Source: an optimization exercise on an open RTL-to-GDS flow (aim: small area). Production flows keep margins and buffers that such runs may drop.
Only simulation tests tie the RTL to the original design; equivalence was not proved.

==> run a <==
==> flow/design.v <==
module mips_multi #(
  parameter int unsigned ADDR_W   = 32,
  parameter logic [31:0] RESET_PC = 32'h0000_0000
) (
  input  logic              clk,
  input  logic              rst,
  output logic              mem_req,
  output logic              mem_we,
  output logic [ADDR_W-1:0] mem_addr,
  output logic [31:0]       mem_wdata,
  input  logic [31:0]       mem_rdata,
  input  logic              mem_ready,
  output logic              halted,
  output logic [31:0]       retired
);
  localparam logic [3:0] S_CLR = 4'd0;   
  localparam logic [3:0] S_EX1 = 4'd1;   
  localparam logic [3:0] S_EX2 = 4'd2;   
  localparam logic [3:0] S_FW  = 4'd3;   
  localparam logic [3:0] S_LW  = 4'd4;   
  localparam logic [3:0] S_ST  = 4'd5;   
  localparam logic [3:0] S_AL1 = 4'd6;   
  localparam logic [3:0] S_AL2 = 4'd7;   
  localparam logic [3:0] S_HLT = 4'd8;   
  localparam logic [3:0] C_ADD  = 4'd0;
  localparam logic [3:0] C_SUB  = 4'd1;
  localparam logic [3:0] C_AND  = 4'd2;
  localparam logic [3:0] C_OR   = 4'd3;
  localparam logic [3:0] C_SLT  = 4'd4;
  localparam logic [3:0] C_ADDI = 4'd5;
  localparam logic [3:0] C_LW   = 4'd6;
  localparam logic [3:0] C_SW   = 4'd7;
  localparam logic [3:0] C_BEQ  = 4'd8;
  localparam logic [3:0] C_J    = 4'd9;
  localparam logic [3:0] C_JAL  = 4'd10;
  localparam logic [3:0] C_JR   = 4'd11;
  localparam logic [3:0] C_NOP  = 4'd12;
  localparam logic [3:0] C_HALT = 4'd13;
  logic [3:0]  r_state;
  logic [4:0]  r_ph;
  logic [3:0]  r_cls;
  logic [4:0]  r_rs;
  logic [4:0]  r_rt;
  logic        r_sgn;
  logic [31:0] r_x;
  logic [31:0] r_addr;
  logic        r_c;       
  logic        r_pcc;     
  logic        r_kc;      
  logic        r_flag;    
  logic [31:0][31:0] r_ring;
  logic [31:0] r_cnt;
  logic ph0, ph31, ph_ge2, ph_le15, ph_le17, ph_le27;
  assign ph0     = (r_ph == 5'd0);
  assign ph31    = (r_ph == 5'd31);
  assign ph_ge2  = (r_ph >= 5'd2);
  assign ph_le15 = (r_ph <= 5'd15);
  assign ph_le17 = (r_ph <= 5'd17);
  assign ph_le27 = (r_ph <= 5'd27);
  logic st_clr, st_ex1, st_ex2_run, st_st;
  assign st_clr = (r_state == S_CLR) || rst;
  assign st_ex1 = (r_state == S_EX1);
  assign st_st  = (r_state == S_ST);
  assign st_ex2_run = (r_state == S_EX2) || (st_st && mem_ready && ph0);
  logic c_rtype, c_add, c_sub, c_and, c_or, c_slt, c_addi, c_lw, c_sw, c_beq, c_j, c_jal, c_jr, c_halt;
  assign c_add  = (r_cls == C_ADD);
  assign c_sub  = (r_cls == C_SUB);
  assign c_and  = (r_cls == C_AND);
  assign c_or   = (r_cls == C_OR);
  assign c_slt  = (r_cls == C_SLT);
  assign c_addi = (r_cls == C_ADDI);
  assign c_lw   = (r_cls == C_LW);
  assign c_sw   = (r_cls == C_SW);
  assign c_beq  = (r_cls == C_BEQ);
  assign c_j    = (r_cls == C_J);
  assign c_jal  = (r_cls == C_JAL);
  assign c_jr   = (r_cls == C_JR);
  assign c_halt = (r_cls == C_HALT);
  assign c_rtype = c_add || c_sub || c_and || c_or || c_slt;
  logic [31:0] q0;         
  logic        p;          
  logic        k;          
  always_comb begin
    for (int i = 0; i < 32; i++) q0[i] = r_ring[i][0];
    q0[0] = 1'b0;
  end
  assign p = r_ring[0][0];
  assign k = r_cnt[0];
  logic a, b;
  logic [31:0] oh_a, oh_b;
  always_comb for (int i = 0; i < 32; i++) begin
    oh_a[i] = (r_rs == i[4:0]);
    oh_b[i] = (r_rt == i[4:0]);
  end
  assign a = |(q0 & oh_a);
  assign b = |(q0 & oh_b);
  logic immb;
  assign immb = (c_beq || ph_le15) ? r_x[0] : r_sgn;
  logic opb, cin, s, cout;
  assign opb  = (c_add ? b : 1'b0) | (c_sub || c_slt ? ~b : 1'b0) | (c_addi || c_lw || c_sw ? immb : 1'b0);
  assign cin  = ph0 ? (c_sub || c_slt) : r_c;
  assign s    = a ^ opb ^ cin;
  assign cout = (a & opb) | (a & cin) | (opb & cin);
  logic ne_all, taken, lt;
  assign ne_all = (!ph0 && r_flag) || (a ^ b);
  assign taken  = !ne_all;                        
  assign lt     = (a ^ b) ? a : s;                
  logic pb, pcin, ps;
  assign pb   = st_ex2_run ? (ph_ge2 && immb) : (r_ph == 5'd2);
  assign pcin = ph0 ? 1'b0 : r_pcc;
  assign ps   = p ^ pb ^ pcin;
  logic npc, pc_we;
  always_comb begin
    npc = ps;
    if (st_ex1 && c_jr) npc = a;
    else if (st_ex1 && (c_j || c_jal)) npc = !ph_ge2 ? 1'b0 : (ph_le27 ? r_x[0] : ps);
    if (st_clr) npc = 1'b0;
  end
  assign pc_we = st_clr || (st_ex1 && !c_halt) || (st_ex2_run && c_beq);
  logic       wen, wbit;
  logic [4:0] wsel;
  assign wsel = c_rtype ? r_x[15:11] : (c_jal ? 5'd31 : r_rt);
  assign wen  = (st_ex1 && (c_add || c_sub || c_and || c_or || c_addi || c_jal)) ||
                (st_ex2_run && (c_slt || c_lw));
  always_comb begin
    wbit = s;
    if (c_and) wbit = a & b;
    else if (c_or) wbit = a | b;
    else if (c_slt) wbit = ph0 && r_flag;
    else if (c_lw) wbit = r_x[0];
    else if (c_jal) wbit = ps;
    if (st_clr) wbit = 1'b0;
  end
  logic [7:0] wdec_hi;
  logic [3:0] wdec_lo;
  always_comb begin
    for (int j = 0; j < 8; j++) wdec_hi[j] = st_clr || (wen && (wsel[4:2] == j[2:0]));
    for (int j = 0; j < 4; j++) wdec_lo[j] = st_clr || (wsel[1:0] == j[1:0]);
  end
  logic anb, aw;
  always_comb begin
    anb = npc;
    if (st_ex1 && (c_lw || c_sw)) anb = s;
    else if (st_ex1 && c_halt) anb = k;
    else if (st_ex2_run) anb = c_beq ? ps : p;
    if (st_clr) anb = 1'b0;
  end
  assign aw = st_clr || st_ex1 || st_ex2_run;
  logic [7:0] adec_hi;
  logic [3:0] adec_lo;
  always_comb begin
    for (int j = 0; j < 8; j++) adec_hi[j] = rst || (aw && (r_ph[4:2] == j[2:0]));
    for (int j = 0; j < 4; j++) adec_lo[j] = rst || (r_ph[1:0] == j[1:0]);
  end
  always_ff @(posedge clk) begin
    for (int i = 0; i < 32; i++)
      if (adec_hi[i / 4] && adec_lo[i % 4]) r_addr[i] <= anb && !rst;
  end
  logic xsh, x_ld;
  assign xsh = (st_ex1 && (c_addi || c_lw || c_sw)) ||
               (st_ex1 && (c_j || c_jal) && ph_ge2) ||
               (st_ex2_run && c_beq && ph_ge2 && (r_ph <= 5'd16)) ||
               (st_ex2_run && c_lw);
  logic pass31, req_end;
  assign pass31 = ph31 && (st_clr || st_ex1 || (r_state == S_EX2));
  assign req_end = st_clr || (r_state == S_EX2) ||
                   (st_ex1 && !c_slt && !c_sw && !c_halt && !(c_beq && taken));
  always_comb begin
    mem_req = 1'b0;
    if (!rst) begin
      if (pass31) mem_req = req_end;
      else if (r_state == S_FW || r_state == S_LW || st_st) mem_req = 1'b1;
    end
  end
  assign mem_we    = st_st;
  assign mem_addr  = {(pass31 ? anb : r_addr[31]), r_addr[30:0]};
  assign mem_wdata = r_x;
  logic is_load_req, acc;
  assign is_load_req = (pass31 && st_ex1 && c_lw) || (r_state == S_LW);
  assign acc   = mem_req && mem_ready;
  assign x_ld  = acc && !st_st;
  logic [5:0] f_op, f_fn;
  logic [3:0] f_cls;
  assign f_op = mem_rdata[31:26];
  assign f_fn = mem_rdata[5:0];
  always_comb begin
    case (f_op)
      6'h00: begin
        case (f_fn)
          6'h20:   f_cls = C_ADD;
          6'h22:   f_cls = C_SUB;
          6'h24:   f_cls = C_AND;
          6'h25:   f_cls = C_OR;
          6'h2A:   f_cls = C_SLT;
          6'h08:   f_cls = C_JR;
          default: f_cls = C_NOP;
        endcase
      end
      6'h08:   f_cls = C_ADDI;
      6'h23:   f_cls = C_LW;
      6'h2B:   f_cls = C_SW;
      6'h04:   f_cls = C_BEQ;
      6'h02:   f_cls = C_J;
      6'h03:   f_cls = C_JAL;
      6'h3F:   f_cls = C_HALT;
      default: f_cls = C_NOP;
    endcase
  end
  assign halted  = (r_state == S_HLT);
  assign retired = r_addr;
  always_ff @(posedge clk) begin
    for (int i = 1; i < 32; i++)
      r_ring[i] <= {(wdec_hi[i / 4] && wdec_lo[i % 4]) ? wbit : r_ring[i][0], r_ring[i][31:1]};
    r_ring[0] <= {pc_we ? npc : p, r_ring[0][31:1]};
  end
  logic kcin;
  assign kcin = ph0 ? (st_ex1 && !c_halt) : r_kc;
  always_ff @(posedge clk) begin
    r_cnt <= {(k ^ kcin) && !st_clr, r_cnt[31:1]};
    r_kc  <= k && kcin && !ph31;
    r_c   <= cout;
    r_pcc <= (p & pb) | (p & pcin) | (pb & pcin);
    if (st_ex1 && c_slt && ph31) r_flag <= lt;
    else if (st_ex1) r_flag <= ne_all;
  end
  always_ff @(posedge clk) begin
    if (x_ld) r_x <= mem_rdata;
    else if (xsh) r_x <= {b, r_x[31:1]};
  end
  logic fetch_acc;
  assign fetch_acc = acc && !st_st && !is_load_req;
  always_ff @(posedge clk) begin
    if (fetch_acc) begin
      r_cls <= f_cls;
      r_rs  <= mem_rdata[25:21];
      r_rt  <= mem_rdata[20:16];
      r_sgn <= mem_rdata[15];
    end
  end
  always_ff @(posedge clk) begin
    if (rst) begin
      r_state <= S_CLR;
      r_ph    <= 5'd1;
    end else begin
      r_ph <= r_ph + 5'd1;
      case (r_state)
        S_CLR: if (ph31) r_state <= mem_ready ? S_EX1 : S_FW;
        S_EX1: if (ph31) begin
          if (c_halt) r_state <= S_HLT;
          else if (c_sw) r_state <= S_ST;
          else if (c_slt || (c_beq && taken)) r_state <= S_EX2;
          else if (c_lw) r_state <= mem_ready ? S_EX2 : S_LW;
          else r_state <= mem_ready ? S_EX1 : S_FW;
        end
        S_EX2: if (ph31) r_state <= mem_ready ? S_EX1 : S_FW;
        S_FW:  if (mem_ready) r_state <= ph31 ? S_EX1 : S_AL1;
        S_LW:  if (mem_ready) r_state <= ph31 ? S_EX2 : S_AL2;
        S_ST:  if (mem_ready) r_state <= ph0 ? S_EX2 : S_AL2;
        S_AL1: if (ph31) r_state <= S_EX1;
        S_AL2: if (ph31) r_state <= S_EX2;
        S_HLT: r_state <= S_HLT;
        default: r_state <= S_CLR;
      endcase
    end
  end
endmodule
==> flow/flow/run.sh <==
#!/bin/bash
# Standard ORFS layout (the standard.sh) with two changes in how it is made:
# the port buffers use the smallest buffer cell (every port still gets one), and
# clock tree synthesis runs with its own arguments (no dummy balancing loads).
set -euo pipefail
export BUFFER_PORTS_ARGS="-buffer_cell sky130_fd_sc_hd__buf_1"
export CTS_ARGS="-sink_clustering_enable -repair_clock_nets -dont_use_dummy_load -buf_list sky130_fd_sc_hd__clkbuf_8 -sink_clustering_size 22 -sink_clustering_max_diameter 50"
bash standard.sh > standard_flow.log 2>&1
==> flow/standard.sh <==
#!/bin/bash
# synth_recipe.tcl (not shown) runs the flow's synth.tcl, then flattens the netlist and writes it again
# the make line also repeats each setting of config.mk as NAME=value (left out here)
make -C /OpenROAD-flow-scripts/flow DESIGN_CONFIG=/design/flow/config.mk WORK_HOME=/design/flow/orfs CLKGATE_MAP_FILE= SYNTH_SCRIPT=/design/flow/synth_recipe.tcl "${@:-finish}"
==> flow/config.mk <==
export PLATFORM = sky130hd
export DESIGN_NAME = mips_multi
export DESIGN_NICKNAME = mips_multi
export VERILOG_FILES = /design/flow/design.v
export SDC_FILE = /design/flow/constraint.sdc
export NUM_CORES = 4
export LEC_CHECK = 0
export ABC_AREA = 1
export CAP_MARGIN = 0
export CORE_MARGIN = 2
export CORE_UTILIZATION = 55
export SLEW_MARGIN = 0
==> flow/constraint.sdc <==
create_clock -name core_clock -period 10.0 [get_ports {clk}]
set_input_delay 2.0000 -clock core_clock [delete_from_list [all_inputs] [get_ports {clk}]]
set_output_delay 2.0000 -clock core_clock [all_outputs]
set_load 0.01 [all_outputs]
==> run b (differences from run a) <==
--- a/flow/design.v
+++ b/flow/design.v
@@ -60,3 +60,3 @@
   logic st_clr, st_ex1, st_ex2_run, st_st;
-  assign st_clr = (r_state == S_CLR) || rst;
+  assign st_clr = (r_state == S_CLR);
   assign st_ex1 = (r_state == S_EX1);
@@ -89,11 +89,6 @@
   logic a, b;
-  logic [31:0] oh_a, oh_b;
-  always_comb for (int i = 0; i < 32; i++) begin
-    oh_a[i] = (r_rs == i[4:0]);
-    oh_b[i] = (r_rt == i[4:0]);
-  end
-  assign a = |(q0 & oh_a);
-  assign b = |(q0 & oh_b);
+  assign a = q0[r_rs];
+  assign b = q0[r_rt];
   logic immb;
-  assign immb = (c_beq || ph_le15) ? r_x[0] : r_sgn;
+  assign immb = (c_beq ? ph_le17 : ph_le15) ? r_x[0] : r_sgn;
   logic opb, cin, s, cout;
@@ -161,3 +156,3 @@
                (st_ex1 && (c_j || c_jal) && ph_ge2) ||
-               (st_ex2_run && c_beq && ph_ge2 && (r_ph <= 5'd16)) ||
+               (st_ex2_run && c_beq && ph_ge2) ||
                (st_ex2_run && c_lw);
@@ -242,3 +237,3 @@
       r_state <= S_CLR;
-      r_ph    <= 5'd1;
+      r_ph    <= 5'd0;
     end else begin
==> flow/run.sh (new file) <==
#!/bin/bash
# synth_recipe.tcl (not shown) runs the flow's synth.tcl, then flattens the netlist and writes it again
# the make line also repeats each setting of config.mk as NAME=value (left out here)
make -C /OpenROAD-flow-scripts/flow DESIGN_CONFIG=/design/flow/config.mk WORK_HOME=/design/flow/orfs CLKGATE_MAP_FILE= SYNTH_SCRIPT=/design/flow/synth_recipe.tcl finish
- ABC_AREA: 1 -> unset
- CAP_MARGIN: 0 -> 20
- CORE_UTILIZATION: 55 -> 40
- CTS_BUF_LIST: unset -> sky130_fd_sc_hd__clkbuf_16
- CTS_CLUSTER_DIAMETER: unset -> 80
- CTS_CLUSTER_SIZE: unset -> 30
- SLEW_MARGIN: 0 -> 20
removed: flow/flow/run.sh
removed: flow/standard.sh
==> run c (differences from run a) <==
--- a/flow/design.v
+++ b/flow/design.v
@@ -60,3 +60,3 @@
   logic st_clr, st_ex1, st_ex2_run, st_st;
-  assign st_clr = (r_state == S_CLR) || rst;
+  assign st_clr = (r_state == S_CLR);
   assign st_ex1 = (r_state == S_EX1);
@@ -89,11 +89,6 @@
   logic a, b;
-  logic [31:0] oh_a, oh_b;
-  always_comb for (int i = 0; i < 32; i++) begin
-    oh_a[i] = (r_rs == i[4:0]);
-    oh_b[i] = (r_rt == i[4:0]);
-  end
-  assign a = |(q0 & oh_a);
-  assign b = |(q0 & oh_b);
+  assign a = q0[r_rs];
+  assign b = q0[r_rt];
   logic immb;
-  assign immb = (c_beq || ph_le15) ? r_x[0] : r_sgn;
+  assign immb = (c_beq ? ph_le17 : ph_le15) ? r_x[0] : r_sgn;
   logic opb, cin, s, cout;
@@ -161,3 +156,3 @@
                (st_ex1 && (c_j || c_jal) && ph_ge2) ||
-               (st_ex2_run && c_beq && ph_ge2 && (r_ph <= 5'd16)) ||
+               (st_ex2_run && c_beq && ph_ge2) ||
                (st_ex2_run && c_lw);
@@ -242,3 +237,3 @@
       r_state <= S_CLR;
-      r_ph    <= 5'd1;
+      r_ph    <= 5'd0;
     end else begin
==> flow/run.sh (new file) <==
#!/bin/bash
# synth_recipe.tcl (not shown) runs the flow's synth.tcl, then flattens the netlist and writes it again
# the make line also repeats each setting of config.mk as NAME=value (left out here)
make -C /OpenROAD-flow-scripts/flow DESIGN_CONFIG=/design/flow/config.mk WORK_HOME=/design/flow/orfs CLKGATE_MAP_FILE= SYNTH_SCRIPT=/design/flow/synth_recipe.tcl finish
- ABC_AREA: 1 -> unset
- CAP_MARGIN: 0 -> 20
- CORE_UTILIZATION: 55 -> 40
- SLEW_MARGIN: 0 -> 20
removed: flow/flow/run.sh
removed: flow/standard.sh
==> run notes <==
	run c	run b	run a
Status	complete, no violations	complete, no violations	complete, no violations
Crit-path max FO	7	7	5
Adder-cell share of the synthesized area	0.598%	0.598%	0.603%
Flip-flop and latch share of the layout cell area	71.5%	76.2%	80.8%
First-pass iteration count of the detailed router	5	6	7
Non-clock inverters	17	17	106
Proportion of synthesized chip area in sequential cells	86.1%	86.1%	86.9%
Final hold slack	0.263 ns	0.316 ns	0.266 ns
Min-Delay Endpoint	r_ring[871]	r_ring[729]	r_ring[56]
Initial Utilization	40.3%	40.3%	55.8%
Parity-gate share of the synthesized area counting xor and xnor cells	0.190%	0.190%	0%
Logic depth of the worst setup path including buffers	14	14	18
Vias in the first global route	11840	11055	11932
Crit-path max cell delay	0.65 ns	0.66 ns	0.61 ns
Met2 routing resource usage after global routing	17.2%	16.2%	24.1%

[separate check: timing with driven ports]
The results above use ideal ports. As a check the final layouts listed here were re-extracted and re-timed, cells and wires unchanged. Step 1 (the two cells are an assumption about what drives the block):
set clk [get_ports {clk}]
set_driving_cell -lib_cell sky130_fd_sc_hd__clkbuf_16 $clk
set_driving_cell -lib_cell sky130_fd_sc_hd__buf_2 [delete_from_list [all_inputs] $clk]
Step 2 adds t to the input delays and takes it off the output delays; t is the mean of the earliest and latest rising clock arrival at the registers after step 1. Input paths then give back, and output paths get back, about the clock's delay inside the block. Three values: ideal, step 1, step 2; two values: the first two.
run | t, ns | setup WS [ns] | slew at the worst register clock pin (ns)
run a | 0.669 | 3.584 / 3.559 / 3.559 | 0.12 / 0.12
run b | 0.657 | 2.170 / 2.125 / 2.125 | 0.11 / 0.11
run c | 0.691 | 2.191 / 2.147 / 2.147 | 0.07 / 0.07
After both steps every run listed still meets setup and hold. The setup slack of run b, which loses most, moves by -0.045 ns with the drivers and by -0.045 ns with both steps.
